From an optimization exercise on the open Yosys and OpenROAD flow, aimed at small area, a short achievable clock period and few clock cycles; shortcuts taken in it are not production practice.
Where RTL was checked, it was by simulation tests only, not by an equivalence proof against the original.
Function not checked in run 1: the RTL went through the layout flow alone.

## flow/design.v (module list and top-level ports; edited modules follow where they fit)
// module acc_dot_csa: 1196 lines
// module acc_mac_unit: 25 lines
// module acc_top: 246 lines
module acc_top #(
  parameter int ADDR_WIDTH = acc_pkg::ADDR_WIDTH_DEF,
  parameter int CNT_WIDTH  = acc_pkg::CNT_WIDTH_DEF
) (
  input  logic                  ap_clk,
  input  logic                  ap_rst_n,
  input  logic                  ap_start,
  output logic                  ap_idle,
  output logic                  ap_ready,
  output logic                  ap_done,
  input  logic [ADDR_WIDTH-1:0] ifm_addr_base,
  input  logic [ADDR_WIDTH-1:0] wgt_addr_base,
  input  logic [ADDR_WIDTH-1:0] ofm_addr_base,
  input  logic [CNT_WIDTH-1:0]  cfg_ci,
  input  logic [CNT_WIDTH-1:0]  cfg_co,
  output logic                  ifm_rd_req,
  output logic [ADDR_WIDTH-1:0] ifm_rd_addr,
  input  logic                  ifm_rd_valid,
  input  acc_pkg::word_t        ifm_rd_data,
  output logic                  wgt_rd_req,
  output logic [ADDR_WIDTH-1:0] wgt_rd_addr,
  input  logic                  wgt_rd_valid,
  input  acc_pkg::word_t        wgt_rd_data,
  output logic                  ofm_wr_req,
  output logic [ADDR_WIDTH-1:0] ofm_wr_addr,
  output acc_pkg::word_t        ofm_wr_data,
  input  logic                  ofm_wr_ack
);
  // ...
==> flow/flow/run.sh <==
#!/bin/bash
# Layout flow: the standard ORFS flow (standard synthesis unchanged), with
#  - port buffers made from plain buf cells instead of the default delay-buffer
#    cells (every port still gets its own buffer),
#  - repair_timing asked for extra setup slack so the resizer works the
#    input/output paths below the clock period.
# Each tool's full output stays in orfs/logs; make's output goes to flow.log.
set -euo pipefail
PORT_BUF=${PORT_BUF:-sky130_fd_sc_hd__buf_1}
MARGIN=${MARGIN:-7}
bash standard.sh "BUFFER_PORTS_ARGS=-buffer_cell $PORT_BUF" "SETUP_SLACK_MARGIN=$MARGIN" finish > flow.log 2>&1
==> flow/standard.sh <==
#!/bin/bash
# synth_recipe.tcl (not shown) runs the flow's synth.tcl, then flattens the netlist and writes it again
# the make line also repeats each setting of config.mk as NAME=value (left out here)
make -C /OpenROAD-flow-scripts/flow DESIGN_CONFIG=/design/flow/config.mk WORK_HOME=/design/flow/orfs CLKGATE_MAP_FILE= SYNTH_SCRIPT=/design/flow/synth_recipe.tcl "${@:-finish}"
==> flow/config.mk <==
export PLATFORM = sky130hd
export DESIGN_NAME = acc_top
export DESIGN_NICKNAME = acc_top
export VERILOG_FILES = /design/flow/design.v
export SDC_FILE = /design/flow/constraint.sdc
export NUM_CORES = 4
export LEC_CHECK = 0
export CAP_MARGIN = 20
export CORE_MARGIN = 2
export CORE_UTILIZATION = 40
export SLEW_MARGIN = 20
==> flow/constraint.sdc <==
create_clock -name core_clock -period 12.5 [get_ports {ap_clk}]
set_input_delay 2.5000 -clock core_clock [delete_from_list [all_inputs] [get_ports {ap_clk}]]
set_output_delay 2.5000 -clock core_clock [all_outputs]
set_load 0.01 [all_outputs]
==> notes.md, run 1 <==
crit path launch type primary input; FFs & Latches approximately 320; CTS Buffer Depth 3; Detailed Place HPWL 43400 microns; most numerous cell in the Yosys netlist edfxtp_1; top cells by area, synth edfxtp_1, fa_1, and2_1; met1 wire length 23200 microns; Crit Path Max Fanout 2; WL/cell 19.4 microns; Hold Buf Count CTS 0; worst r2r path cells 14; Critical Setup Path Class in -> out; multi-input gate count 1334; largest net degree at the start of global routing 106; number of max-cap violations 0; Seq area share ~36%; CP required 10000 ps; area delta synth->final 16.4%; Reg2Reg Setup Slack 7110 ps; vias per cell 5.06; share of the synthesized area in the top cell type a little over a third; GRT Total Usage approximately 20%; register bit total from synthesis ~320; port bufs about 320; Top FF cell, synth edfxtp_1; run status timing/DRC/antenna clean; DRC 0; final worst slack about 6700 ps; Worst path depth 5; routed via count between 10000 and 15000
==> module acc_top, before the edit <==
module acc_top #(
  parameter int ADDR_WIDTH = acc_pkg::ADDR_WIDTH_DEF,
  parameter int CNT_WIDTH  = acc_pkg::CNT_WIDTH_DEF
) (
  input  logic                  ap_clk,
  input  logic                  ap_rst_n,
  input  logic                  ap_start,
  output logic                  ap_idle,
  output logic                  ap_ready,
  output logic                  ap_done,
  input  logic [ADDR_WIDTH-1:0] ifm_addr_base,
  input  logic [ADDR_WIDTH-1:0] wgt_addr_base,
  input  logic [ADDR_WIDTH-1:0] ofm_addr_base,
  input  logic [CNT_WIDTH-1:0]  cfg_ci,
  input  logic [CNT_WIDTH-1:0]  cfg_co,
  output logic                  ifm_rd_req,
  output logic [ADDR_WIDTH-1:0] ifm_rd_addr,
  input  logic                  ifm_rd_valid,
  input  acc_pkg::word_t        ifm_rd_data,
  output logic                  wgt_rd_req,
  output logic [ADDR_WIDTH-1:0] wgt_rd_addr,
  input  logic                  wgt_rd_valid,
  input  acc_pkg::word_t        wgt_rd_data,
  output logic                  ofm_wr_req,
  output logic [ADDR_WIDTH-1:0] ofm_wr_addr,
  output acc_pkg::word_t        ofm_wr_data,
  input  logic                  ofm_wr_ack
);
  localparam int LO = CNT_WIDTH + 2;
  logic busy_q;                
  logic idle_q;                
  logic fin_q;                 
  logic fa_q, faw_q, fb_q, fbw_q, ga_q, gb_q, ha_q, hb_q;
  logic [ADDR_WIDTH-1:0]  ifm_base_q;
  logic [ADDR_WIDTH-1:LO] ifm_hi_q;     
  logic [ADDR_WIDTH-1:0]  wgt_addr_q;   
  logic [ADDR_WIDTH-1:0]  ofm_addr_q;   
  logic [CNT_WIDTH-1:0]   ci_m1_q;      
  logic [CNT_WIDTH-1:0]   fi_q;         
  logic [CNT_WIDTH-1:0]   fco_q;        
  logic                   fdone_q;      
  logic                   ifm_out_q;    
  logic                   wgt_out_q;    
  logic [1:0]             otag_q;       
  logic [1:0]             diff_q;       
  acc_pkg::word_t qi0_d, qi1_d, qw_d;
  logic [1:0]     qi0_t, qi1_t;
  logic           qi0_v, qi1_v, qw_v;
  logic [17:0]    dot_sn, dot_cn, dot_sn_q, dot_cn_q;
  logic           s1_v_q;
  logic [1:0]     s1_t_q;
  logic           first_q;      
  logic           res_wait_q;   
  logic           res_last_q;   
  logic           wr_pend_q;    
  acc_pkg::word_t acc_value;
  function automatic logic [7:0] req_terms(
    input logic       busy, fin, fdone, ifm_out, wgt_out,
    input logic [1:0] diff,
    input logic       qi0_v, qi1_v,
    input logic [1:0] qi0_t,
    input logic       qw_v, s1_v,
    input logic [1:0] s1_t,
    input logic       res_wait, wr_pend
  );
    logic rw, wp, bp, pop, bpn, va0, va1, wva, ifm_go, wgt_go;
    logic fa, faw, fb, fbw, ga, gb, ha, hb;
    rw     = (s1_v & s1_t[0]) | (res_wait & wr_pend);
    wp     = res_wait | wr_pend;
    bp     = rw & wp;
    pop    = qi0_v & qw_v & ~bp;
    bpn    = ((pop & qi0_t[0]) | bp) & (rw | wp);
    va0    = pop ? qi1_v : qi0_v;
    va1    = qi1_v & ~pop;
    wva    = qw_v & ~pop;
    ifm_go = busy & ~fin & ~fdone;
    wgt_go = busy & ((diff != 2'd0) | (ifm_go & ~ifm_out & ~va1));
    fa     = ifm_go & ~ifm_out & (~va1 | (wva & ~bpn));
    faw    = ifm_go & ~ifm_out & ~bpn;
    fb     = ifm_go & ifm_out & (~va0 | (wva & ~bpn));
    fbw    = ifm_go & ifm_out & ~bpn;
    ga     = wgt_go & ~wgt_out & (~wva | (va0 & ~bpn));
    gb     = wgt_go & wgt_out & va0 & ~bpn;
    ha     = busy & res_wait & ~wr_pend;
    hb     = busy & res_wait;
    req_terms = {fa, faw, fb, fbw, ga, gb, ha, hb};
  endfunction
  logic load_en;    
  logic pop;
  logic issue;
  logic fi_last, fco_last;
  assign ap_idle  = idle_q | (fin_q & ofm_wr_ack);
  assign ap_ready = ap_start & ap_idle;
  assign ap_done  = fin_q & ofm_wr_ack;
  assign load_en  = idle_q | fin_q;
  assign ifm_rd_req = fa_q | (wgt_rd_valid & faw_q) | (ifm_rd_valid & (fb_q | (wgt_rd_valid & fbw_q)));
  assign wgt_rd_req = ga_q | (wgt_rd_valid & gb_q);
  assign issue      = ha_q | (ofm_wr_ack & hb_q);
  assign pop = qi0_v & qw_v &
               ~(((s1_v_q & s1_t_q[0]) | (res_wait_q & wr_pend_q)) & (res_wait_q | wr_pend_q));
  assign fi_last  = (fi_q == ci_m1_q);
  assign fco_last = (fco_q == '0);
  logic [LO-1:0] ifm_lo;
  assign ifm_lo      = ifm_base_q[LO-1:0] + {fi_q, 2'b00};
  assign ifm_rd_addr = {ifm_hi_q, ifm_lo};
  assign wgt_rd_addr = wgt_addr_q;
  assign ofm_wr_req  = issue;
  assign ofm_wr_addr = ofm_addr_q;
  assign ofm_wr_data = acc_pkg::byte_rev(acc_value);
  logic                  busy_n, fin_n, fdone_n, ifm_out_n, wgt_out_n;
  logic [1:0]            diff_n;
  logic [ADDR_WIDTH-1:0] ifm_base_n;
  logic [CNT_WIDTH-1:0]  fi_n;
  logic                  qi0_v_n, qi1_v_n, qw_v_n, s1_v_n;
  logic [1:0]            qi0_t_n, s1_t_n;
  logic                  res_wait_n, wr_pend_n;
  logic [LO:0]           ifm_lo_inc;
  logic [CNT_WIDTH-1:0]  fi_inc;
  always_comb begin
    busy_n = ap_ready | (busy_q & ~ap_done);
    fin_n  = busy_q & ((issue & res_last_q) | (fin_q & ~ofm_wr_ack));
    if (load_en) begin
      ifm_base_n = ifm_addr_base;
      fi_n       = '0;
      fdone_n    = 1'b0;
      ifm_out_n  = 1'b0;
      wgt_out_n  = 1'b0;
      diff_n     = '0;
      qi0_v_n    = 1'b0;
      qi1_v_n    = 1'b0;
      qw_v_n     = 1'b0;
      s1_v_n     = 1'b0;
      res_wait_n = 1'b0;
    end else begin
      ifm_base_n = ifm_base_q;
      fi_n       = fi_q;
      fdone_n    = fdone_q;
      if (ifm_rd_req) begin
        fi_n = fi_inc;
        if (fi_last & fco_last) fdone_n = 1'b1;
      end
      ifm_out_n  = ifm_rd_req | (ifm_out_q & ~ifm_rd_valid);
      wgt_out_n  = wgt_rd_req | (wgt_out_q & ~wgt_rd_valid);
      diff_n     = diff_q + {1'b0, ifm_rd_req} - {1'b0, wgt_rd_req};
      qi0_v_n    = pop ? (qi1_v | ifm_rd_valid) : (qi0_v | ifm_rd_valid);
      qi1_v_n    = pop ? (qi1_v & ifm_rd_valid) : (qi1_v | (qi0_v & ifm_rd_valid));
      qw_v_n     = wgt_rd_valid | (qw_v & ~pop);
      s1_v_n     = pop;
      res_wait_n = (s1_v_q & s1_t_q[0]) | (res_wait_q & ~issue);
    end
    wr_pend_n = busy_q & (issue | (wr_pend_q & ~ofm_wr_ack));
    qi0_t_n   = (pop & qi1_v) ? qi1_t : ((pop | ~qi0_v) ? otag_q : qi0_t);
    s1_t_n    = qi0_t;
    fi_inc     = fi_last ? '0 : fi_q + 1'b1;
    ifm_lo_inc = {1'b0, ifm_base_q[LO-1:0]} + {1'b0, fi_inc, 2'b00};
  end
  always_ff @(posedge ap_clk or negedge ap_rst_n) begin
    if (!ap_rst_n) begin
      busy_q <= 1'b0;
      idle_q <= 1'b1;
      fin_q  <= 1'b0;
      {fa_q, faw_q, fb_q, fbw_q, ga_q, gb_q, ha_q, hb_q} <= '0;
    end else begin
      busy_q <= busy_n;
      idle_q <= ~busy_n;
      fin_q  <= fin_n;
      {fa_q, faw_q, fb_q, fbw_q, ga_q, gb_q, ha_q, hb_q} <=
        req_terms(busy_n, fin_n, fdone_n, ifm_out_n, wgt_out_n, diff_n, qi0_v_n, qi1_v_n,
                  qi0_t_n, qw_v_n, s1_v_n, s1_t_n, res_wait_n, wr_pend_n);
    end
  end
  always_ff @(posedge ap_clk) begin
    ifm_base_q <= ifm_base_n;
    if (load_en) begin
      ifm_hi_q <= ifm_addr_base[ADDR_WIDTH-1:LO];
    end else if (ifm_rd_req) begin
      ifm_hi_q <= ifm_base_q[ADDR_WIDTH-1:LO] + (ADDR_WIDTH-LO)'(ifm_lo_inc[LO]);
    end
    fi_q       <= fi_n;
    fdone_q    <= fdone_n;
    ifm_out_q  <= ifm_out_n;
    wgt_out_q  <= wgt_out_n;
    diff_q     <= diff_n;
    qi0_v      <= qi0_v_n;
    qi1_v      <= qi1_v_n;
    qw_v       <= qw_v_n;
    s1_v_q     <= s1_v_n;
    res_wait_q <= res_wait_n;
    wr_pend_q  <= wr_pend_n;
    qi0_t      <= qi0_t_n;
    s1_t_q     <= s1_t_n;
    if (load_en) begin
      ci_m1_q <= cfg_ci - 1'b1;
      fco_q   <= cfg_co - 1'b1;
    end else if (ifm_rd_req) begin
      otag_q <= {fi_last & fco_last, fi_last};
      if (fi_last) fco_q <= fco_q - 1'b1;
    end
    if (load_en) begin
      wgt_addr_q <= wgt_addr_base;
    end else if (wgt_rd_req) begin
      wgt_addr_q <= wgt_addr_q + ADDR_WIDTH'(4);
    end
    if (load_en) begin
      ofm_addr_q <= ofm_addr_base;
    end else if (issue) begin
      ofm_addr_q <= ofm_addr_q + ADDR_WIDTH'(4);
    end
  end
  always_ff @(posedge ap_clk) begin
    if (pop & qi1_v) begin
      qi0_d <= qi1_d;
    end else if (pop | ~qi0_v) begin
      qi0_d <= ifm_rd_data;
    end
    if (pop ? qi1_v : (qi0_v & ~qi1_v)) begin
      qi1_d <= ifm_rd_data;
      qi1_t <= otag_q;
    end
    if (pop | ~qw_v) qw_d <= wgt_rd_data;
  end
  always_ff @(posedge ap_clk) begin
    dot_sn_q <= dot_sn;
    dot_cn_q <= dot_cn;
    if (load_en) begin
      first_q <= 1'b1;
    end else if (s1_v_q) begin
      first_q <= s1_t_q[0];
    end
    if (s1_v_q & s1_t_q[0]) res_last_q <= s1_t_q[1];
  end
  acc_dot_csa u_dot (
    .a  (qi0_d),
    .b  (qw_d),
    .sn (dot_sn),
    .cn (dot_cn)
  );
  acc_mac_unit u_mac (
    .ap_clk    (ap_clk),
    .mac_en    (s1_v_q),
    .mac_clear (first_q),
    .dot_sn    (dot_sn_q),
    .dot_cn    (dot_cn_q),
    .acc_value (acc_value)
  );
endmodule
==> run 2, diff against run 1 <==
--- a/flow/design.v
+++ b/flow/design.v
@@ -1349,5 +1349,5 @@
   logic [LO-1:0] ifm_lo;
   assign ifm_lo      = ifm_base_q[LO-1:0] + {fi_q, 2'b00};
-  assign ifm_rd_addr = {ifm_hi_q, ifm_lo};
+  assign ifm_rd_addr = ifm_base_q + (ADDR_WIDTH'(fi_q) << 2);
   assign wgt_rd_addr = wgt_addr_q;
   assign ofm_wr_req  = issue;
@@ -1399,5 +1399,4 @@
     s1_t_n    = qi0_t;
     fi_inc     = fi_last ? '0 : fi_q + 1'b1;
-    ifm_lo_inc = {1'b0, ifm_base_q[LO-1:0]} + {1'b0, fi_inc, 2'b00};
   end
   always_ff @(posedge ap_clk or negedge ap_rst_n) begin
@@ -1418,9 +1417,4 @@
   always_ff @(posedge ap_clk) begin
     ifm_base_q <= ifm_base_n;
-    if (load_en) begin
-      ifm_hi_q <= ifm_addr_base[ADDR_WIDTH-1:LO];
-    end else if (ifm_rd_req) begin
-      ifm_hi_q <= ifm_base_q[ADDR_WIDTH-1:LO] + (ADDR_WIDTH-LO)'(ifm_lo_inc[LO]);
-    end
     fi_q       <= fi_n;
     fdone_q    <= fdone_n;
--- a/flow/config.mk
+++ b/flow/config.mk
@@ -9,3 +9,4 @@
 export CORE_MARGIN = 2
 export CORE_UTILIZATION = 40
+export CTS_BUF_LIST = sky130_fd_sc_hd__clkbuf_4 sky130_fd_sc_hd__clkbuf_8
 export SLEW_MARGIN = 20
==> notes.md, run 2 <==
synthesized cell area 20900 sq um (was 21700 sq um); Top FF cell, synth edfxtp_1 (unchanged); Max-slew headroom 50.3% (was 34.4%); Yosys top cell by area edfxtp_1 (unchanged); Setup-failing EPs final 0 (unchanged); final net count 2639 (was 2674); Clock Latency Late Sink 670 ps (was 580 ps); top cells by area, synth edfxtp_1, fa_1, and2_1 (unchanged); Worst path slowest cell a21o_1 (was a221oi_4); CP required 10000 ps (about the same); Synth Instances 1779 (was 1847); CP arrival 3150 ps (was 3260 ps); vias in the first global route 15400 (was 15500); DRC 0 (unchanged); cts bufs inserted 55 (was 39); pre-CTS setup slack 6480 ps (was 6060 ps); H-tree levels 2 (unchanged); DRT antenna net count 0 (unchanged); Min-Delay Path Class reg -> reg (unchanged); total gr overflow 0 (unchanged); drt initial violations 782 (was 810); WL/cell 18.9 microns (was 19.4 microns); Final Hold Fails 0 (unchanged); final worst slack 6850 ps (was 6740 ps); number of max-cap violations 0 (unchanged); DRT Pass-1 Iters 5 (unchanged); fin crit period 5650 ps (was 5760 ps); Core Footprint 51500 sq um (was 53800 sq um); Max stage delay on crit path 180 ps (was 310 ps); most common cell after layout, fill and taps aside buf_1 (unchanged); Placed Cells 2748 (was 2828); Tightest Pin Transition 744 ps (was 981 ps); final instance area 24600 sq um (was 25300 sq um); Area after DPL 22900 sq um (was 23700 sq um); area delta synth->final 17.6% (was 16.4%); yosys warns 2 (unchanged); WP buf/inv 3 (unchanged); Die Ht 233 microns (was 237 microns); most numerous cell in the Yosys netlist and2_1 (was edfxtp_1); Min Hold Slack 339 ps (was 341 ps); CTS tree built (unchanged); routed wire length 54700 microns (was 56600 microns); vias per cell 5.03 (was 5.06); most frequent cells in the layout buf_1, and2_1, edfxtp_1 (was buf_1, edfxtp_1, and2_1); crit path launch type primary input (unchanged); share of cells above drive strength 1 11.3% (was 7.91%); unrepaired setup endpoints after global routing yes (unchanged); GP Congestion 0.907 (was 0.920); Critical Setup Path Class in -> out (unchanged); Post-Layout Cell Count 2894 (was 2924); FILL cells 4860 (was 4980); initial antenna violation count 5 (was 8); Max Slew Vio Count 0 (unchanged); share of the synthesized area in the top cell type 34.4% (was 36.2%); CTS Buffer Depth 3 (unchanged); Distinct cells, synth 83 (was 68); most instantiated cells after synthesis and2_1, fa_1, edfxtp_1 (was edfxtp_1, and2_1, fa_1); Hold Buf Count CTS 0 (unchanged); routed via count 14500 (was 14800); full die area 54200 sq um (was 56200 sq um); # clock sinks 300 (was 322); maximum clock frequency 0.177 GHz (was 0.174 GHz); crit end category output port (unchanged); largest net degree at the start of global routing 126 (was 106); family with the most delay on the worst path compound AO/OA/AOI/OAI gates (unchanged); clock tree root driver cell clkbuf_8 (was clkbuf_16); Clock Skew 47.3 ps (was 26.1 ps); crit-path cells buf_8 -> a21o_1 -> a21oi_4 -> clkinv_4 -> buf_6 (was buf_8 -> a21o_1 -> a221oi_4 -> inv_4 -> buf_6); run status timing/DRC/antenna clean (unchanged); GRT Total Usage 20.6% (was 20.4%); Detailed Place HPWL 42000 microns (was 43400 microns); Crit Path Max Fanout 5 (was 2); register bit total from synthesis 300 (was 322); first-pass GRT wire length 85700 microns (was 87800 microns); TNS Setup 0 ps (unchanged); Clock Pin Slew Worst Setup and Hold Paths 50 ps (was 60 ps); sequential-to-total area share from yosys stat 40.4% (was 42.0%); Final period util 45.2% (was 46.1%); Starting Density 40.7% (was 40.4%); syn nets 2250 (was 2326); Die X 233 microns (was 237 microns); number of synthesized flops with an enable pin 240 (was 262); Async S/R FF share, synth 3.67% (was 3.42%); syn_area_per_cell 11.8 sq um (about the same); io pins 316 (unchanged); port bufs 315 (unchanged); row count 83 (was 85); Layout Utilization 47.8% (was 47.0%)
run 2: metal layers:
layer  vias to the layer above  part of all wire (%)  track usage, %
met4                         8                   3.6            7.88
met3                       125                   6.7            5.21
met5                         -                 0.090               0
li1                       6789                     -               -
met2                       449                    50            35.0
met1                      7177                    40            25.3
run 2: layout make-up:
cell class	instances	area (sq um)	share of cell area [%]
multi-input combinational	1294	11900	48.3
sequential	300	8470	34.4
timing repair buffer	367	1690	6.86
clock buffer	73	942	3.83
tap	680	851	3.46
inverter	150	571	2.32
clock inverter	29	195	0.793
antenna	1	2.50	0.0102
run 2: what timing repair did:
action	in CTS	in global routing
gates resized for setup	35	32
hold endpoints to repair	0	0
setup endpoints to repair	28	27
buffers inserted	7	34
pin swaps	6	10
run 2: logic make-up (layout without fill, tap and decap cells):
kind of cell | Yosys count | count (layout) | synth area share, %
mux | 41 | 41 | 2.15
other cells | 0 | 1 | 0
buf+inv | 185 | 619 | 3.51
xor+xnor | 125 | 125 | 5.23
flops | 300 | 300 | 40.4
simple gates | 645 | 645 | 16.8
compound gates | 194 | 194 | 5.98
fa+ha+maj | 289 | 289 | 25.9
run 2: final timing paths:
kind	startpoint	endpoint	slack [ps]	depth (start not counted)
worst min-delay path	qi0_t[1]$_DFFE_PP_	s1_t_q[1]$_DFF_P_	340	0
max in group asynchronous	ap_rst_n	fin_q$_DFF_PN0_	10280	1
worst min register to register	qi0_t[1]$_DFFE_PP_	s1_t_q[1]$_DFF_P_	340	0
min in group asynchronous	ap_rst_n	fa_q$_DFF_PN0_	1820	1
worst max-delay path	wgt_rd_valid	ifm_rd_req	6850	5
worst max register to register	qw_d[19]$_DFFE_PN_	dot_sn_q[9]$_DFF_P_	7170	14
Testbench counts of run 2, summed over its fixed seeds: cycles 61,514.
==> run 3, diff against run 2 <==
--- a/flow/config.mk
+++ b/flow/config.mk
@@ -9,4 +9,3 @@
 export CORE_MARGIN = 2
 export CORE_UTILIZATION = 40
-export CTS_BUF_LIST = sky130_fd_sc_hd__clkbuf_4 sky130_fd_sc_hd__clkbuf_8
 export SLEW_MARGIN = 20
==> notes.md, run 3 <==
number of max-cap violations 0 (unchanged); total gr overflow 0 (unchanged); clock tree root driver cell clkbuf_16 (was clkbuf_8); Setup-failing EPs final 0 (unchanged); Core Footprint 51500 sq um (unchanged); CP required 10000 ps (about the same); WL/cell 19.2 microns (was 18.9 microns); final net count 2620 (was 2639); Compound-Gate Fraction of Synth Area 5.98% (unchanged); initial antenna violation count 5 (unchanged); Worst R2R End dot_sn_q[9]$_DFF_P_ (unchanged); CTS tree built (unchanged); CTS Buffer Depth 3 (unchanged); unrepaired setup endpoints after global routing yes (unchanged); drt initial violations 783 (was 782); syn_area_per_cell 11.8 sq um (unchanged); GP Congestion 0.907 (unchanged); Top FF cell, synth edfxtp_1 (unchanged); Placed Cells 2748 (unchanged); Clock Skew 23.8 ps (was 47.3 ps); mux contribution to synthesized area 2.15% (unchanged); Clock Pin Slew Worst Setup and Hold Paths 60 ps (was 50 ps); Yosys top cell by area edfxtp_1 (unchanged); number of synthesized flops with an enable pin 240 (unchanged); fin crit period 5660 ps (was 5650 ps); share of cells above drive strength 1 9.41% (was 11.3%); yosys warns 2 (unchanged); xor/xnor share of the synthesized area 5.23% (unchanged); Distinct cells, synth 83 (unchanged); most numerous cell in the Yosys netlist and2_1 (unchanged); sequential-to-total area share from yosys stat 40.4% (unchanged); port bufs 315 (unchanged); Max Slew Vio Count 0 (unchanged); maximum clock frequency 0.177 GHz (about the same); worst r2r path cells 14 (unchanged); Area after DPL 22900 sq um (unchanged); Critical Setup Path Class in -> out (unchanged); DRT antenna net count 0 (unchanged); TNS Setup 0 ps (unchanged); Tightest Pin Transition 791 ps (was 744 ps); Post-Synth Simple-Gate Area 16.8% (unchanged); # clock sinks 300 (unchanged); Layout Utilization 47.8% (about the same); Crit Path Max Fanout 5 (unchanged); Final period util 45.3% (was 45.2%); vias in the first global route 15300 (was 15400); syn nets 2250 (unchanged); Min-Delay Path Class reg -> reg (unchanged); first-pass GRT wire length 85600 microns (was 85700 microns); most instantiated cells after synthesis and2_1, fa_1, edfxtp_1 (unchanged); routed via count 14500 (about the same); most common cell after layout, fill and taps aside buf_1 (unchanged); largest family of logic cells by synthesized area adder cells (unchanged); register bit total from synthesis 300 (unchanged); synthesized cell area 20900 sq um (unchanged); Detailed Place HPWL 42000 microns (unchanged); routed wire length 54900 microns (was 54700 microns); Die X 233 microns (unchanged); run status timing/DRC/antenna clean (unchanged); Post-Layout Cell Count 2859 (was 2894); Final Hold Fails 0 (unchanged); io pins 316 (unchanged); crit end category output port (unchanged); Clock Latency Late Sink 560 ps (was 670 ps); crit path launch type primary input (unchanged); area delta synth->final 17.7% (was 17.6%); worst r2r src qi0_d[0]$_DFFE_PP_ (was qw_d[19]$_DFFE_PN_); cts bufs inserted 37 (was 55); H-tree levels 2 (unchanged); GRT Total Usage 20.6% (about the same); DRT Pass-1 Iters 5 (unchanged); Starting Density 40.7% (unchanged); DRC 0 (unchanged); vias per cell 5.07 (was 5.03); top cells by area, synth edfxtp_1, fa_1, and2_1 (unchanged); worst setup path end ifm_rd_req (unchanged); final instance area 24600 sq um (about the same); worst setup path start wgt_rd_valid (unchanged); Async S/R FF share, synth 3.67% (unchanged); full die area 54200 sq um (unchanged); CP arrival 3160 ps (was 3150 ps); adder-cell share of the synthesized area 25.9% (unchanged); row count 83 (unchanged); Max-slew headroom 47.3% (was 50.3%); share of the synthesized area in the top cell type 34.4% (unchanged); Die Ht 233 microns (unchanged); Synth Instances 1779 (unchanged); largest net degree at the start of global routing 126 (unchanged); Reg2Reg Setup Slack 7200 ps (was 7170 ps); most frequent cells in the layout buf_1, and2_1, edfxtp_1 (unchanged)
run 3: how the worst min path moves through the flow:
stage,endpoint,from,depth (start not counted)
floorplan,s1_t_q[1]$_DFF_P_,qi0_t[1]$_DFFE_PP_,0
global placement,s1_t_q[1]$_DFF_P_,qi0_t[1]$_DFFE_PP_,0
detailed placement,s1_t_q[1]$_DFF_P_,qi0_t[1]$_DFFE_PP_,0
CTS,s1_t_q[1]$_DFF_P_,qi0_t[1]$_DFFE_PP_,0
global route,s1_t_q[1]$_DFF_P_,qi0_t[1]$_DFFE_PP_,0
finish,s1_t_q[1]$_DFF_P_,qi0_t[1]$_DFFE_PP_,0
run 3: metal layers:
| layer | wire (microns) | track usage [%] |
|---|---|---|
| met1 | 22000 | 25.6 |
| met2 | 27100 | 34.9 |
| met3 | 3420 | 4.67 |
| met5 | 51 | 0 |
| met4 | 2310 | 8.36 |
run 3: final cells by class:
cell class                 count  area [sq um]
antenna                        1          2.50
multi-input combinational   1294         11900
timing repair buffer         366          1650
inverter                     150           571
clock buffer                  49          1020
fill                        4818         26900
tap                          680           851
sequential                   300          8470
clock inverter                19           205
run 3: through the flow:
step / setup WS, ps / hold WS [ps]
CTS: 6800 / 344
global route: 6810 / 350
global placement: 6550 / 331
finish: 6840 / 341
floorplan: 6950 / 323
detailed placement: 6480 / 329
run 3: worst max-delay path: stages:
cell      delay [ps]
buf_8            110
a21o_1           190
a21oi_4          170
clkinv_4          70
buf_6            120
run 3: logic make-up (layout without fill, tap and decap cells):
| family | count (synthesis) | count (layout) |
|---|---|---|
| adders and majority gates | 289 | 289 |
| AOI/OAI and AO/OA | 194 | 194 |
| xor gates and xnor gates | 125 | 125 |
| and+or+nand+nor | 645 | 645 |
| other | 0 | 1 |
| buffers and inverters | 185 | 584 |
| DFF | 300 | 300 |
| muxes | 41 | 41 |
run 3: timing repair:
| action | in CTS | in global routing |
|---|---|---|
| setup buffers | 7 | 34 |
| pin swaps | 5 | 7 |
| endpoints found under the setup margin | 20 | 25 |
| gates resized for setup | 26 | 24 |
| hold buffers | 0 | 0 |
==> run 4, diff against run 3 <==
--- a/flow/flow/run.sh
+++ b/flow/flow/run.sh
@@ -8,4 +8,4 @@
 set -euo pipefail
 PORT_BUF=${PORT_BUF:-sky130_fd_sc_hd__buf_1}
-MARGIN=${MARGIN:-7}
+MARGIN=${MARGIN:-6.8}
 bash standard.sh "BUFFER_PORTS_ARGS=-buffer_cell $PORT_BUF" "SETUP_SLACK_MARGIN=$MARGIN" finish > flow.log 2>&1
==> notes.md, run 4 <==
fin crit period 5660 ps (about the same); final net count 2580 (was 2620); # clock sinks 300 (unchanged); GRT Total Usage 20.6% (about the same); Worst path slowest cell a21o_1 (unchanged); H-tree levels 2 (unchanged); Final period util 45.3% (about the same); number of max-cap violations 0 (unchanged); Final Hold Fails 0 (unchanged); Clock Latency Late Sink 570 ps (was 560 ps); cts bufs inserted 36 (was 37); Critical Path Most Common Cell buf_6; syn nets 2250 (unchanged); Starting Density 40.7% (unchanged); area delta synth->final 15.7% (was 17.7%); pre-CTS setup slack 6350 ps (was 6480 ps); DRC 0 (unchanged); Crit Path Max Fanout 6 (was 5); Max Slew Vio Count 0 (unchanged); Area after DPL 22900 sq um (about the same); WL/cell 19.2 microns (about the same); top cells by area, synth edfxtp_1, fa_1, and2_1 (unchanged); Die Ht 233 microns (unchanged); largest net degree at the start of global routing 126 (unchanged); vias in the first global route 15300 (about the same); final instance area 24200 sq um (was 24600 sq um); Min-Delay Path Class reg -> reg (unchanged); maximum clock frequency 0.177 GHz (about the same); Synth Instances 1779 (unchanged); most instantiated cells after synthesis and2_1, fa_1, edfxtp_1 (unchanged); first-pass GRT wire length 85300 microns (was 85600 microns); number of synthesized flops with an enable pin 240 (unchanged); most numerous cell in the Yosys netlist and2_1 (unchanged); drt initial violations 812 (was 783); io pins 316 (unchanged); DRT antenna net count 0 (unchanged); total gr overflow 0 (unchanged); most frequent cells in the layout buf_1, and2_1, fa_1 (was buf_1, and2_1, edfxtp_1); Post-Layout Cell Count 2819 (was 2859); Yosys top cell by area edfxtp_1 (unchanged); vias per cell 5.11 (was 5.07); TNS Setup 0 ps (unchanged); share of the synthesized area in the top cell type 34.4% (unchanged); full die area 54200 sq um (unchanged); Core Footprint 51500 sq um (unchanged); Hold Buf Count CTS 0 (unchanged); Die X 233 microns (unchanged); Detailed Place HPWL 41900 microns (was 42000 microns); CTS tree built (unchanged); synthesized cell area 20900 sq um (unchanged); Max-slew headroom 27.1% (was 47.3%); Async S/R FF share, synth 3.67% (unchanged); CP arrival 3160 ps (about the same); Placed Cells 2747 (was 2748); Clock Pin Slew Worst Setup and Hold Paths 60 ps (about the same); register bit total from synthesis 300 (unchanged); GP Congestion 0.912 (was 0.907); Distinct cells, synth 83 (unchanged); Setup-failing EPs final 0 (unchanged); family with the most delay on the worst path compound AO/OA/AOI/OAI gates (unchanged); clock tree root driver cell clkbuf_16 (unchanged); CP required 10000 ps (about the same); unrepaired setup endpoints after global routing no (was yes); run status timing/DRC/antenna clean (unchanged); Tightest Pin Transition 1090 ps (was 791 ps); crit-path cells buf_6 -> a21o_1 -> a21oi_4 -> inv_4 -> buf_6 (was buf_8 -> a21o_1 -> a21oi_4 -> clkinv_4 -> buf_6); share of cells above drive strength 1 6.41% (was 9.41%); final worst slack 6840 ps (about the same); WP buf/inv 3 (unchanged); row count 83 (unchanged); most common cell after layout, fill and taps aside buf_1 (unchanged); sequential-to-total area share from yosys stat 40.4% (unchanged); syn_area_per_cell 11.8 sq um (unchanged); Top FF cell, synth edfxtp_1 (unchanged); routed wire length 54200 microns (was 54900 microns); Clock Skew 32.4 ps (was 23.8 ps); yosys warns 2 (unchanged); initial antenna violation count 5 (unchanged); crit end category output port (unchanged); DRT Pass-1 Iters 5 (unchanged); Critical Setup Path Class in -> out (unchanged); CTS Buffer Depth 3 (unchanged); Min Hold Slack 345 ps (was 341 ps); Layout Utilization 47.0% (was 47.8%); routed via count 14400 (was 14500); Max stage delay on crit path 210 ps (was 190 ps); port bufs 315 (unchanged); crit path launch type primary input (unchanged)
==> run 4: cell counts after synthesis <==
No cell type changed its count.
==> run 4: kinds of logic after synthesis <==
logic type | after synthesis | synth area share [%]
compound gates | 194 | 5.98
buf+inv | 185 | 3.51
simple gates | 645 | 16.8
flops | 300 | 40.4
fa+ha+maj | 289 | 25.9
xor+xnor | 125 | 5.23
mux | 41 | 2.15
==> run 4: path summary, 6_finish.rpt <==
check                              startpoint  slack (ps)  depth (start not counted)             endpoint
max reg2reg                 qw_d[3]$_DFFE_PN_        7040                         14  dot_sn_q[9]$_DFF_P_
max                              wgt_rd_valid        6840                          5           ifm_rd_req
max in group asynchronous            ap_rst_n       10190                          1     busy_q$_DFF_PN0_
min reg2reg                qi0_t[1]$_DFFE_PP_         350                          0    s1_t_q[1]$_DFF_P_
min in group asynchronous            ap_rst_n        1910                          1       fa_q$_DFF_PN0_
min                        qi0_t[1]$_DFFE_PP_         350                          0    s1_t_q[1]$_DFF_P_
==> run 4: worst reg2reg max path: stages, from the launching register on <==
cell and delay [ps]:
edfxtp_1 570, and2_1 250, fa_1 570, fa_1 440, fa_1 430, fa_1 560
inv_1 60, fa_1 390, fa_1 430, fa_1 420, fa_1 390, fa_1 360
inv_1 70, fa_1 400, inv_1 50
==> run 4: area by class of cell <==
class / count / area (sq um)
Fill cell: 4853 / 27300
Multi-Input combinational cell: 1294 / 11800
Sequential cell: 300 / 8470
Timing Repair Buffer: 327 / 1320
Clock buffer: 47 / 1000
Tap cell: 680 / 851
Inverter: 150 / 568
Clock inverter: 19 / 209
Antenna cell: 2 / 5.00
==> run 4: layer usage <==
metal  vias to the layer above  routed length (microns)  GRT usage [%]
li1                       6655                        -              -
met1                      7167                    21500           25.7
met2                       447                    27100           35.0
met3                       116                     3450           4.44
met4                        10                     2050           7.60
met5                         -                       68              0
==> run 4: what timing repair did <==
| action | CTS | global route |
|---|---|---|
| pin swaps | 2 | 1 |
| cloned | 0 | 0 |
| setup buffers | 2 | 1 |
| endpoints found under the setup margin | 14 | 13 |
| resized for setup | 10 | 3 |
==> run 5, diff against run 4 <==
--- a/flow/design.v
+++ b/flow/design.v
@@ -1277,5 +1277,5 @@
   logic idle_q;                
   logic fin_q;                 
-  logic fa_q, faw_q, fb_q, fbw_q, ga_q, gb_q, ha_q, hb_q;
+  logic fa_q, faw_q, fb_q, fbw_q, ga_q, gai_q, gb_q, gbi_q, ha_q, hb_q;
   logic [ADDR_WIDTH-1:0]  ifm_base_q;
   logic [ADDR_WIDTH-1:LO] ifm_hi_q;     
@@ -1289,5 +1289,5 @@
   logic                   wgt_out_q;    
   logic [1:0]             otag_q;       
-  logic [1:0]             diff_q;       
+  logic signed [2:0]      diff_q;       
   acc_pkg::word_t qi0_d, qi1_d, qw_d;
   logic [1:0]     qi0_t, qi1_t;
@@ -1301,7 +1301,7 @@
   logic           wr_pend_q;    
   acc_pkg::word_t acc_value;
-  function automatic logic [7:0] req_terms(
+  function automatic logic [9:0] req_terms(
     input logic       busy, fin, fdone, ifm_out, wgt_out,
-    input logic [1:0] diff,
+    input logic signed [2:0] diff,
     input logic       qi0_v, qi1_v,
     input logic [1:0] qi0_t,
@@ -1311,5 +1311,5 @@
   );
     logic rw, wp, bp, pop, bpn, va0, va1, wva, ifm_go, wgt_go;
-    logic fa, faw, fb, fbw, ga, gb, ha, hb;
+    logic fa, faw, fb, fbw, ga, gai, gb, gbi, ha, hb;
     rw     = (s1_v & s1_t[0]) | (res_wait & wr_pend);
     wp     = res_wait | wr_pend;
@@ -1321,5 +1321,5 @@
     wva    = qw_v & ~pop;
     ifm_go = busy & ~fin & ~fdone;
-    wgt_go = busy & ((diff != 2'd0) | (ifm_go & ~ifm_out & ~va1));
+    wgt_go = busy & ((diff > 3'sd0) | ((diff == 3'sd0) & ~fin & ~fdone));
     fa     = ifm_go & ~ifm_out & (~va1 | (wva & ~bpn));
     faw    = ifm_go & ~ifm_out & ~bpn;
@@ -1327,8 +1327,10 @@
     fbw    = ifm_go & ifm_out & ~bpn;
     ga     = wgt_go & ~wgt_out & (~wva | (va0 & ~bpn));
+    gai    = wgt_go & ~wgt_out & ~bpn;
     gb     = wgt_go & wgt_out & va0 & ~bpn;
+    gbi    = wgt_go & wgt_out & ~bpn;
     ha     = busy & res_wait & ~wr_pend;
     hb     = busy & res_wait;
-    req_terms = {fa, faw, fb, fbw, ga, gb, ha, hb};
+    req_terms = {fa, faw, fb, fbw, ga, gai, gb, gbi, ha, hb};
   endfunction
   logic load_en;    
@@ -1341,5 +1343,5 @@
   assign load_en  = idle_q | fin_q;
   assign ifm_rd_req = fa_q | (wgt_rd_valid & faw_q) | (ifm_rd_valid & (fb_q | (wgt_rd_valid & fbw_q)));
-  assign wgt_rd_req = ga_q | (wgt_rd_valid & gb_q);
+  assign wgt_rd_req = ga_q | (ifm_rd_valid & gai_q) | (wgt_rd_valid & (gb_q | (ifm_rd_valid & gbi_q)));
   assign issue      = ha_q | (ofm_wr_ack & hb_q);
   assign pop = qi0_v & qw_v &
@@ -1355,5 +1357,5 @@
   assign ofm_wr_data = acc_pkg::byte_rev(acc_value);
   logic                  busy_n, fin_n, fdone_n, ifm_out_n, wgt_out_n;
-  logic [1:0]            diff_n;
+  logic signed [2:0]     diff_n;
   logic [ADDR_WIDTH-1:0] ifm_base_n;
   logic [CNT_WIDTH-1:0]  fi_n;
@@ -1388,5 +1390,5 @@
       ifm_out_n  = ifm_rd_req | (ifm_out_q & ~ifm_rd_valid);
       wgt_out_n  = wgt_rd_req | (wgt_out_q & ~wgt_rd_valid);
-      diff_n     = diff_q + {1'b0, ifm_rd_req} - {1'b0, wgt_rd_req};
+      diff_n     = diff_q + $signed({2'b0, ifm_rd_req}) - $signed({2'b0, wgt_rd_req});
       qi0_v_n    = pop ? (qi1_v | ifm_rd_valid) : (qi0_v | ifm_rd_valid);
       qi1_v_n    = pop ? (qi1_v & ifm_rd_valid) : (qi1_v | (qi0_v & ifm_rd_valid));
@@ -1405,10 +1407,10 @@
       idle_q <= 1'b1;
       fin_q  <= 1'b0;
-      {fa_q, faw_q, fb_q, fbw_q, ga_q, gb_q, ha_q, hb_q} <= '0;
+      {fa_q, faw_q, fb_q, fbw_q, ga_q, gai_q, gb_q, gbi_q, ha_q, hb_q} <= '0;
     end else begin
       busy_q <= busy_n;
       idle_q <= ~busy_n;
       fin_q  <= fin_n;
-      {fa_q, faw_q, fb_q, fbw_q, ga_q, gb_q, ha_q, hb_q} <=
+      {fa_q, faw_q, fb_q, fbw_q, ga_q, gai_q, gb_q, gbi_q, ha_q, hb_q} <=
         req_terms(busy_n, fin_n, fdone_n, ifm_out_n, wgt_out_n, diff_n, qi0_v_n, qi1_v_n,
                   qi0_t_n, qw_v_n, s1_v_n, s1_t_n, res_wait_n, wr_pend_n);
--- a/flow/config.mk
+++ b/flow/config.mk
@@ -9,3 +9,6 @@
 export CORE_MARGIN = 2
 export CORE_UTILIZATION = 40
+export CTS_BUF_LIST = sky130_fd_sc_hd__clkbuf_8
+export CTS_CLUSTER_DIAMETER = 60
+export CTS_CLUSTER_SIZE = 12
 export SLEW_MARGIN = 20
==> notes.md, run 5 <==
Worst path slowest cell a221oi_4 (was a21o_1); Distinct cells, synth 51 (was 83); maximum clock frequency 0.174 GHz (was 0.177 GHz); vias per cell 4.98 (was 5.11); Critical Setup Path Class in -> out (unchanged); port bufs 315 (unchanged); register bit total from synthesis 303 (was 300); total gr overflow 0 (unchanged); vias in the first global route 14900 (was 15300); Area after DPL 22600 sq um (was 22900 sq um); CTS tree built (unchanged); Post-Synth Simple-Gate Area 15.9% (was 16.8%); Clock Pin Slew Worst Setup and Hold Paths 80 ps (was 60 ps); routed via count 14000 (was 14400); final worst slack 6760 ps (was 6840 ps); Starting Density 40.4% (was 40.7%); Clock Skew 38.1 ps (was 32.4 ps); Detailed Place HPWL 39700 microns (was 41900 microns); synthesized cell area 20700 sq um (was 20900 sq um); cts bufs inserted 38 (was 36); TNS Setup 0 ps (unchanged); Final period util 45.9% (was 45.3%); io pins 316 (unchanged); Crit Path Max Fanout 3 (was 6); Max stage delay on crit path 260 ps (was 210 ps); multi-input logic area 11500 sq um (was 11800 sq um); crit path launch type primary input (unchanged); Setup-failing EPs final 0 (unchanged); unrepaired setup endpoints after global routing yes (was no); DRT antenna net count 0 (unchanged); clock tree root driver cell clkbuf_8 (was clkbuf_16); Hold Buf Count CTS 0 (unchanged); Sequential Area 8540 sq um (was 8470 sq um); first-pass GRT wire length 81900 microns (was 85300 microns); drt initial violations 777 (was 812); GP Congestion 0.865 (was 0.912); CTS Buffer Depth 3 (unchanged); syn_area_per_cell 11.8 sq um (about the same); share of the synthesized area in the top cell type 34.8% (was 34.4%); most instantiated cells after synthesis and2_1, fa_1, edfxtp_1 (unchanged); largest net degree at the start of global routing 131 (was 126); Synth Instances 1752 (was 1779); sequential-to-total area share from yosys stat 41.3% (was 40.4%); yosys warns 2 (unchanged); Final Hold Fails 0 (unchanged); GRT Total Usage 19.8% (was 20.6%); full die area 53500 sq um (was 54200 sq um); Max-slew headroom 38.2% (was 27.1%); xor/xnor share of the synthesized area 5.63% (was 5.23%); share of cells above drive strength 1 7.38% (was 6.41%); pre-CTS setup slack 6260 ps (was 6350 ps); number of synthesized flops with an enable pin 240 (unchanged); fin crit period 5740 ps (was 5660 ps); crit-path cells buf_8 -> a21o_1 -> a221oi_4 -> inv_2 -> buf_6 (was buf_6 -> a21o_1 -> a21oi_4 -> inv_4 -> buf_6); final net count 2570 (was 2580); most numerous cell in the Yosys netlist and2_1 (unchanged); Die X 231 microns (was 233 microns); Async S/R FF share, synth 4.29% (was 3.67%); most common cell after layout, fill and taps aside buf_1 (unchanged); mux contribution to synthesized area 2.18% (was 2.15%); Tightest Pin Transition 926 ps (was 1090 ps); WL/cell 18.5 microns (was 19.2 microns); Min Hold Slack 344 ps (was 345 ps); final instance area 23700 sq um (was 24200 sq um); adder-cell share of the synthesized area 26.4% (was 25.9%); Core Footprint 51200 sq um (was 51500 sq um); Post-Layout Cell Count 2809 (was 2819); CP required 10000 ps (about the same); DRT Pass-1 Iters 5 (unchanged); crit end category output port (unchanged); Clock Latency Late Sink 620 ps (was 570 ps); top cells by area, synth edfxtp_1, fa_1, and2_1 (unchanged); Compound-Gate Fraction of Synth Area 5.06% (was 5.98%); FILL cells 4715 (was 4853); Yosys top cell by area edfxtp_1 (unchanged); number of max-cap violations 0 (unchanged); Min-Delay Path Class reg -> reg (unchanged); most frequent cells in the layout buf_1, and2_1, fa_1 (unchanged); DRC 0 (unchanged); CP arrival 3240 ps (was 3160 ps); initial antenna violation count 4 (was 5); Top FF cell, synth edfxtp_1 (unchanged); Placed Cells 2719 (was 2747); area delta synth->final 14.6% (was 15.7%); H-tree levels 2 (unchanged); run status timing/DRC/antenna clean (unchanged); row count 83 (unchanged); # clock sinks 303 (was 300); Layout Utilization 46.3% (was 47.0%); Max Slew Vio Count 0 (unchanged); syn nets 2224 (was 2250); routed wire length 51900 microns (was 54200 microns); largest family of logic cells by synthesized area adder cells (unchanged); Die Ht 231 microns (was 233 microns)
[run 5: cell types whose count changed in the layout (fill, tap and decap cells not counted), moves of 8 or more]
cell       before  now
buf_1         312  302
nand2b_1        7   22
nor3_1         29   16
clkbuf_8        4   39
a21oi_1        39   30
clkbuf_16      37    0
xnor2_1        56   68
buf_2           1    9
buf_4          10   27
inv_1         146  161
[run 5: area by class of cell]
class / instances / share of cell area [%]
multi-input cells: 1258 / 48.6
flip-flops and latches: 303 / 36.0
repair buffers: 344 / 6.07
well taps: 680 / 3.59
inverters: 153 / 2.43
clock buffers: 39 / 2.26
clock inverters: 29 / 1.00
diodes: 3 / 0.0317
[run 5: worst max-delay path: cells and delay by family]
family | cells | cell delay, ps
AOI/OAI and AO/OA | 2 | 430
buffers and inverters | 3 | 310
[run 5: worst paths after layout]
check / from / endpoint / slack [ps] / cells after the start
min: qi0_t[1]$_DFFE_PP_ / s1_t_q[1]$_DFF_P_ / 340 / 0
max in group asynchronous: ap_rst_n / ha_q$_DFF_PN0_ / 10130 / 1
min reg2reg: qi0_t[1]$_DFFE_PP_ / s1_t_q[1]$_DFF_P_ / 340 / 0
max: wgt_rd_valid / wgt_rd_req / 6760 / 5
max reg2reg: qw_d[3]$_DFFE_PN_ / dot_sn_q[9]$_DFF_P_ / 7050 / 14
min in group asynchronous: ap_rst_n / fbw_q$_DFF_PN0_ / 1900 / 1
[run 5: cell families after synthesis]
| logic type | after synthesis |
|---|---|
| adder cells (fa/ha/maj) | 291 |
| buffers and inverters | 192 |
| AO/OA/AOI/OAI | 173 |
| multiplexers | 41 |
| XOR/XNOR | 133 |
| flip-flops | 303 |
| AND/OR/NAND/NOR | 619 |
[run 5: routing by layer]
metal	wire length (microns)	global-route usage, %	up-vias	share of wire (%)
li1	-	-	6503	-
met4	1890	8.21	2	3.6
met1	21000	24.2	6989	40
met2	26000	34.1	372	50
met3	2940	4.27	109	5.7
met5	12	0	-	0.023
[run 5: timing repair]
action | 4_1_cts | 5_1_grt
cloned | 1 | 0
gates resized for setup | 26 | 30
setup endpoints to repair | 25 | 24
pin swaps | 9 | 18
buffers inserted | 14 | 4
Testbench counts of run 5, summed over its fixed seeds: cycles 59,110.
==> run 6, diff against run 5 <==
--- a/flow/flow/run.sh
+++ b/flow/flow/run.sh
@@ -8,4 +8,4 @@
 set -euo pipefail
 PORT_BUF=${PORT_BUF:-sky130_fd_sc_hd__buf_1}
-MARGIN=${MARGIN:-6.8}
+MARGIN=${MARGIN:-7}
 bash standard.sh "BUFFER_PORTS_ARGS=-buffer_cell $PORT_BUF" "SETUP_SLACK_MARGIN=$MARGIN" finish > flow.log 2>&1
--- a/flow/config.mk
+++ b/flow/config.mk
@@ -9,6 +9,3 @@
 export CORE_MARGIN = 2
 export CORE_UTILIZATION = 40
-export CTS_BUF_LIST = sky130_fd_sc_hd__clkbuf_8
-export CTS_CLUSTER_DIAMETER = 60
-export CTS_CLUSTER_SIZE = 12
 export SLEW_MARGIN = 20
==> notes.md, run 6 <==
run status timing/DRC/antenna clean (unchanged); largest net degree at the start of global routing 129 (was 131); Crit Path Max Fanout 2 (was 3); most frequent cells in the layout buf_1, and2_1, edfxtp_1 (was buf_1, and2_1, fa_1); crit path launch type primary input (unchanged); share of the synthesized area in the top cell type 34.8% (unchanged); Synth Instances 1752 (unchanged); fin crit period 5740 ps (about the same); Setup-failing EPs final 0 (unchanged); register bit total from synthesis 303 (unchanged); number of max-cap violations 0 (unchanged); largest family of logic cells by synthesized area adder cells (unchanged); Clock Pin Slew Worst Setup and Hold Paths 60 ps (was 80 ps); DRT Pass-1 Iters 5 (unchanged); CP required 10000 ps (about the same); share of cells above drive strength 1 9.93% (was 7.38%); sequential-to-total area share from yosys stat 41.3% (unchanged); GRT Total Usage 19.7% (was 19.8%); Distinct cells, synth 51 (unchanged); area delta synth->final 18.6% (was 14.6%); GP Congestion 0.879 (was 0.865); xor/xnor share of the synthesized area 5.63% (unchanged); Die X 231 microns (unchanged); Clock Latency Late Sink 550 ps (was 620 ps); io pins 316 (unchanged); Yosys top cell by area edfxtp_1 (unchanged); full die area 53500 sq um (unchanged); unrepaired setup endpoints after global routing yes (unchanged); Max-slew headroom 29.7% (was 38.2%); Max Slew Vio Count 0 (unchanged); TNS Setup 0 ps (unchanged); synthesized cell area 20700 sq um (unchanged); syn_area_per_cell 11.8 sq um (unchanged); number of synthesized flops with an enable pin 240 (unchanged); top cells by area, synth edfxtp_1, fa_1, and2_1 (unchanged); crit end category output port (unchanged); drt initial violations 683 (was 777); Tightest Pin Transition 1050 ps (was 926 ps); final net count 2587 (was 2570); CP arrival 3240 ps (about the same); maximum clock frequency 0.174 GHz (about the same); Compound-Gate Fraction of Synth Area 5.06% (unchanged); vias in the first global route 15000 (was 14900); ANT cells 0 (was 3); Final period util 45.9% (about the same); adder-cell share of the synthesized area 26.4% (unchanged); most numerous cell in the Yosys netlist and2_1 (unchanged); Top FF cell, synth edfxtp_1 (unchanged); yosys warns 2 (unchanged); CTS tree built (unchanged); most instantiated cells after synthesis and2_1, fa_1, edfxtp_1 (unchanged); total gr overflow 0 (unchanged); CTS Buffer Depth 3 (unchanged); Layout Utilization 47.9% (was 46.3%); Min-Delay Path Class reg -> reg (unchanged); Async S/R FF share, synth 4.29% (unchanged); port bufs 315 (unchanged); H-tree levels 2 (unchanged); Starting Density 40.4% (unchanged); clock tree root driver cell clkbuf_16 (was clkbuf_8); DRT antenna net count 0 (unchanged); Die Ht 231 microns (unchanged); Core Footprint 51200 sq um (unchanged); routed wire length 52000 microns (was 51900 microns); Final Hold Fails 0 (unchanged); DRC 0 (unchanged); vias per cell 4.95 (was 4.98); Clock Skew 20.9 ps (was 38.1 ps); mux contribution to synthesized area 2.18% (unchanged); WL/cell 18.4 microns (was 18.5 microns); Critical Setup Path Class in -> out (unchanged); most common cell after layout, fill and taps aside buf_1 (unchanged); row count 83 (unchanged); cts bufs inserted 37 (was 38); Post-Synth Simple-Gate Area 15.9% (unchanged); initial antenna violation count 2 (was 4); Detailed Place HPWL 39300 microns (was 39700 microns); # clock sinks 303 (unchanged); syn nets 2224 (unchanged); first-pass GRT wire length 81700 microns (was 81900 microns); routed via count 14000 (unchanged)
-- run 6: kinds of logic (layout without fill, tap and decap cells) --
family                     Yosys count  in the layout
muxes                               41             41
DFF                                303            303
xor gates and xnor gates           133            133
AOI/OAI and AO/OA                  173            175
and+or+nand+nor                    619            619
buffers and inverters              192            582
adders and majority gates          291            291
-- run 6: per-layer routing --
metal | GRT usage, % | up-vias | routed length (microns)
li1 | - | 6555 | -
met2 | 34.3 | 375 | 26300
met5 | 0 | - | 22
met1 | 24.1 | 6934 | 21100
met3 | 4.22 | 107 | 2840
met4 | 7.24 | 4 | 1810
-- run 6: cell type report --
| class | count | area (sq um) |
|---|---|---|
| tap | 680 | 851 |
| inverter | 153 | 577 |
| clock buffer | 44 | 1010 |
| fill | 4645 | 26700 |
| sequential | 303 | 8540 |
| timing repair buffer | 361 | 1610 |
| multi-input combinational | 1259 | 11700 |
| clock inverter | 24 | 265 |
-- run 6: worst paths after layout --
| kind | from | to | slack, ps | cells past startpoint |
|---|---|---|---|---|
| max in group asynchronous | ap_rst_n | fin_q$_DFF_PN0_ | 10060 | 1 |
| setup / recovery | wgt_rd_valid | wgt_rd_req | 6760 | 5 |
| hold / removal | qi0_t[1]$_DFFE_PP_ | s1_t_q[1]$_DFF_P_ | 320 | 0 |
| setup reg to reg | qi0_d[19]$_DFFE_PP_ | dot_sn_q[9]$_DFF_P_ | 7170 | 14 |
| min in group asynchronous | ap_rst_n | fbw_q$_DFF_PN0_ | 1980 | 1 |
| hold reg to reg | qi0_t[1]$_DFFE_PP_ | s1_t_q[1]$_DFF_P_ | 320 | 0 |
-- run 6: per-stage QoR --
step           area (sq um)  setup slack, ps  cells  hold WS (ps)
2_1_floorplan         20700             6970   1752           323
4_1_cts               24200             6670   2800           333
6_report              24500             6760   2824           324
3_5_place_dp          22600             6460   2719           334
5_1_grt               24500             6720   2824           328
3_3_place_gp          22600             6540   2719           329
-- run 6: repair_timing --
action / in CTS / in global routing
buffers inserted: 11 / 24
pin swaps: 10 / 30
hold buffers: 0 / 0
gates resized for setup: 46 / 58
cloned: 2 / 0
setup endpoints to repair: 28 / 27
-- run 6: critical path, stage by stage --
cell and delay [ps]:
buf_8 100, a21o_1 180, a221oi_4 270, inv_2 70
buf_6 130
==> run 7, diff against run 6 <==
--- a/flow/flow/run.sh
+++ b/flow/flow/run.sh
@@ -8,4 +8,4 @@
 set -euo pipefail
 PORT_BUF=${PORT_BUF:-sky130_fd_sc_hd__buf_1}
-MARGIN=${MARGIN:-7}
+MARGIN=${MARGIN:-6.8}
 bash standard.sh "BUFFER_PORTS_ARGS=-buffer_cell $PORT_BUF" "SETUP_SLACK_MARGIN=$MARGIN" finish > flow.log 2>&1
--- a/flow/config.mk
+++ b/flow/config.mk
@@ -9,3 +9,6 @@
 export CORE_MARGIN = 2
 export CORE_UTILIZATION = 40
+export CTS_BUF_LIST = sky130_fd_sc_hd__clkbuf_16
+export CTS_CLUSTER_DIAMETER = 100
+export CTS_CLUSTER_SIZE = 25
 export SLEW_MARGIN = 20
==> notes.md, run 7 <==
CTS Buffer Depth 3 (unchanged); most instantiated cells after synthesis and2_1, fa_1, edfxtp_1 (unchanged); total gr overflow 0 (unchanged); Post-Layout Cell Count 2767 (was 2824); drt initial violations 789 (was 683); final instance area 23500 sq um (was 24500 sq um); Top FF cell, synth edfxtp_1 (unchanged); routed via count 13900 (was 14000); pre-CTS setup slack 6260 ps (was 6460 ps); Die Ht 231 microns (unchanged); GRT Total Usage 19.5% (was 19.7%); Max-slew headroom 39.0% (was 29.7%); synthesized cell area 20700 sq um (unchanged); Max Slew Vio Count 0 (unchanged); clock tree root driver cell clkbuf_16 (unchanged); final worst slack 6770 ps (was 6760 ps); Clock Latency Late Sink 560 ps (was 550 ps); TNS Setup 0 ps (unchanged); Tightest Pin Transition 914 ps (was 1050 ps); Core Footprint 51200 sq um (unchanged); Final Hold Fails 0 (unchanged); Yosys top cell by area edfxtp_1 (unchanged); Hold Buf Count CTS 0 (unchanged); Die X 231 microns (unchanged); share of the synthesized area in the top cell type 34.8% (unchanged); FILL cells 4727 (was 4645); DRC 0 (unchanged); Distinct cells, synth 51 (unchanged); Async S/R FF share, synth 4.29% (unchanged); vias per cell 5.02 (was 4.95); yosys warns 2 (unchanged); register bit total from synthesis 303 (unchanged); Crit Path Max Fanout 3 (was 2); sequential-to-total area share from yosys stat 41.3% (unchanged); Detailed Place HPWL 39700 microns (was 39300 microns); area delta synth->final 13.5% (was 18.6%); largest net degree at the start of global routing 131 (was 129); WL/cell 18.5 microns (was 18.4 microns); Final period util 45.9% (about the same); first-pass GRT wire length 80900 microns (was 81700 microns); top cells by area, synth edfxtp_1, fa_1, and2_1 (unchanged); io pins 316 (unchanged); Reg2Reg Setup Slack 7030 ps (was 7170 ps); Critical Setup Path Class in -> out (unchanged); GP Congestion 0.865 (was 0.879); Synth Instances 1752 (unchanged); crit end category output port (unchanged); share of cells above drive strength 1 5.90% (was 9.93%); vias in the first global route 14700 (was 15000); most numerous cell in the Yosys netlist and2_1 (unchanged); final net count 2546 (was 2587); H-tree levels 1 (was 2); syn nets 2224 (unchanged); number of max-cap violations 0 (unchanged); most frequent cells in the layout buf_1, and2_1, fa_1 (was buf_1, and2_1, edfxtp_1); Clock Skew 43.8 ps (was 20.9 ps); crit path launch type primary input (unchanged); maximum clock frequency 0.174 GHz (about the same); Setup-failing EPs final 0 (unchanged); CP required 10000 ps (about the same); CP arrival 3230 ps (was 3240 ps); Min Hold Slack 349 ps (was 324 ps); Starting Density 40.4% (unchanged); Layout Utilization 45.8% (was 47.9%); number of synthesized flops with an enable pin 240 (unchanged); full die area 53500 sq um (unchanged); unrepaired setup endpoints after global routing yes (unchanged); DRT antenna net count 0 (unchanged); initial antenna violation count 4 (was 2); syn_area_per_cell 11.8 sq um (unchanged); CTS tree built (unchanged); Area after DPL 22600 sq um (about the same); Clock Pin Slew Worst Setup and Hold Paths 100 ps (was 60 ps); cts bufs inserted 18 (was 37); routed wire length 51300 microns (was 52000 microns); # clock sinks 303 (unchanged); fin crit period 5730 ps (was 5740 ps); most common cell after layout, fill and taps aside buf_1 (unchanged); row count 83 (unchanged); Min-Delay Path Class reg -> reg (unchanged); DRT Pass-1 Iters 5 (unchanged); run status timing/DRC/antenna clean (unchanged); Placed Cells 2719 (unchanged); port bufs 315 (unchanged)
run 7: kinds of logic (layout without fill, tap and decap cells):
| logic type | count (synthesis) | in the layout | synth area share [%] |
|---|---|---|---|
| and+or+nand+nor | 619 | 619 | 15.9 |
| DFF | 303 | 303 | 41.3 |
| adders and majority gates | 291 | 291 | 26.4 |
| buffers and inverters | 192 | 525 | 3.63 |
| AOI/OAI and AO/OA | 173 | 174 | 5.06 |
| xor gates and xnor gates | 133 | 133 | 5.63 |
| muxes | 41 | 41 | 2.18 |
| other | 0 | 1 | 0 |
run 7: repair_timing:
| item | 4_1_cts | 5_1_grt |
|---|---|---|
| setup endpoints to repair | 25 | 21 |
| resized for setup | 24 | 28 |
| buffers inserted | 10 | 4 |
| cloned | 1 | 0 |
| pin swaps | 9 | 17 |
run 7: critical path, stage by stage:
cell and delay [ps]:
buf_8 100, a21o_1 170, a221oi_4 260, inv_2 80, buf_6 130
run 7: final timing paths:
check	depth (start not counted)	to	start
max	5	wgt_rd_req	wgt_rd_valid
min	0	s1_t_q[1]$_DFF_P_	qi0_t[1]$_DFFE_PP_
max reg2reg	14	dot_sn_q[9]$_DFF_P_	qw_d[3]$_DFFE_PN_
min reg2reg	0	s1_t_q[1]$_DFF_P_	qi0_t[1]$_DFFE_PP_
max in group asynchronous	1	gai_q$_DFF_PN0_	ap_rst_n
min in group asynchronous	1	busy_q$_DFF_PN0_	ap_rst_n
run 7: area by class of cell:
class	count	area [sq um]	share of cell area, %
Multi-Input combinational cell	1258	11500	49.1
Sequential cell	303	8540	36.4
Timing Repair Buffer	340	1410	6.00
Tap cell	680	851	3.62
Inverter	153	577	2.46
Clock buffer	18	450	1.92
Clock inverter	14	121	0.517
Antenna cell	1	2.50	0.0107
run 7: per-layer routing:
layer	GRT usage [%]	up-vias	routed length, microns
met5	0	-	20
met4	6.92	4	1950
met3	3.73	90	2870
met2	33.9	378	25700
met1	24.2	6963	20800
li1	-	6455	-

==> re-timing with driven ports <==
In the flow no input, the clock included, has a driving cell. The finished layouts below were timed again as built, in two steps.
Step 1 sets driving cells, clkbuf_16 on the clock port and buf_2 on the other inputs (assumed; they add their load-dependent delay and slew).
Step 2, shift: input delay + t, output delay - t, t = (earliest + latest rising clock arrival at the registers) / 2. This alone moves slack from input paths to output paths.
Three values: no drivers, after step 1, after step 2; two values: the first two.
run	shift t [ns]	setup WS [ns]	hold WS [ns]	worst setup path after step 2	worst data-port slew with drivers (ns)
run 1	0.626	6.743 / 6.684 / 6.684	0.341 / 0.341 / 0.341	input to output	0.10
run 2	0.699	6.846 / 6.789 / 6.789	0.339 / 0.339 / 0.339	input to output	0.10
run 3	0.605	6.843 / 6.787 / 6.787	0.341 / 0.341 / 0.341	input to output	0.08
run 4	0.609	6.836 / 6.783 / 6.783	0.345 / 0.345 / 0.345	input to output	0.09
run 5	0.657	6.763 / 6.710 / 6.710	0.344 / 0.344 / 0.344	input to output	0.07
run 6	0.598	6.762 / 6.716 / 6.716	0.324 / 0.324 / 0.324	input to output	0.07
run 7	0.597	6.769 / 6.714 / 6.714	0.349 / 0.349 / 0.349	input to output	0.07
After both steps every run listed still meets setup and hold. For run 1, which loses most, drivers alone change the setup slack by -0.059 ns; drivers and shift together by -0.059 ns.
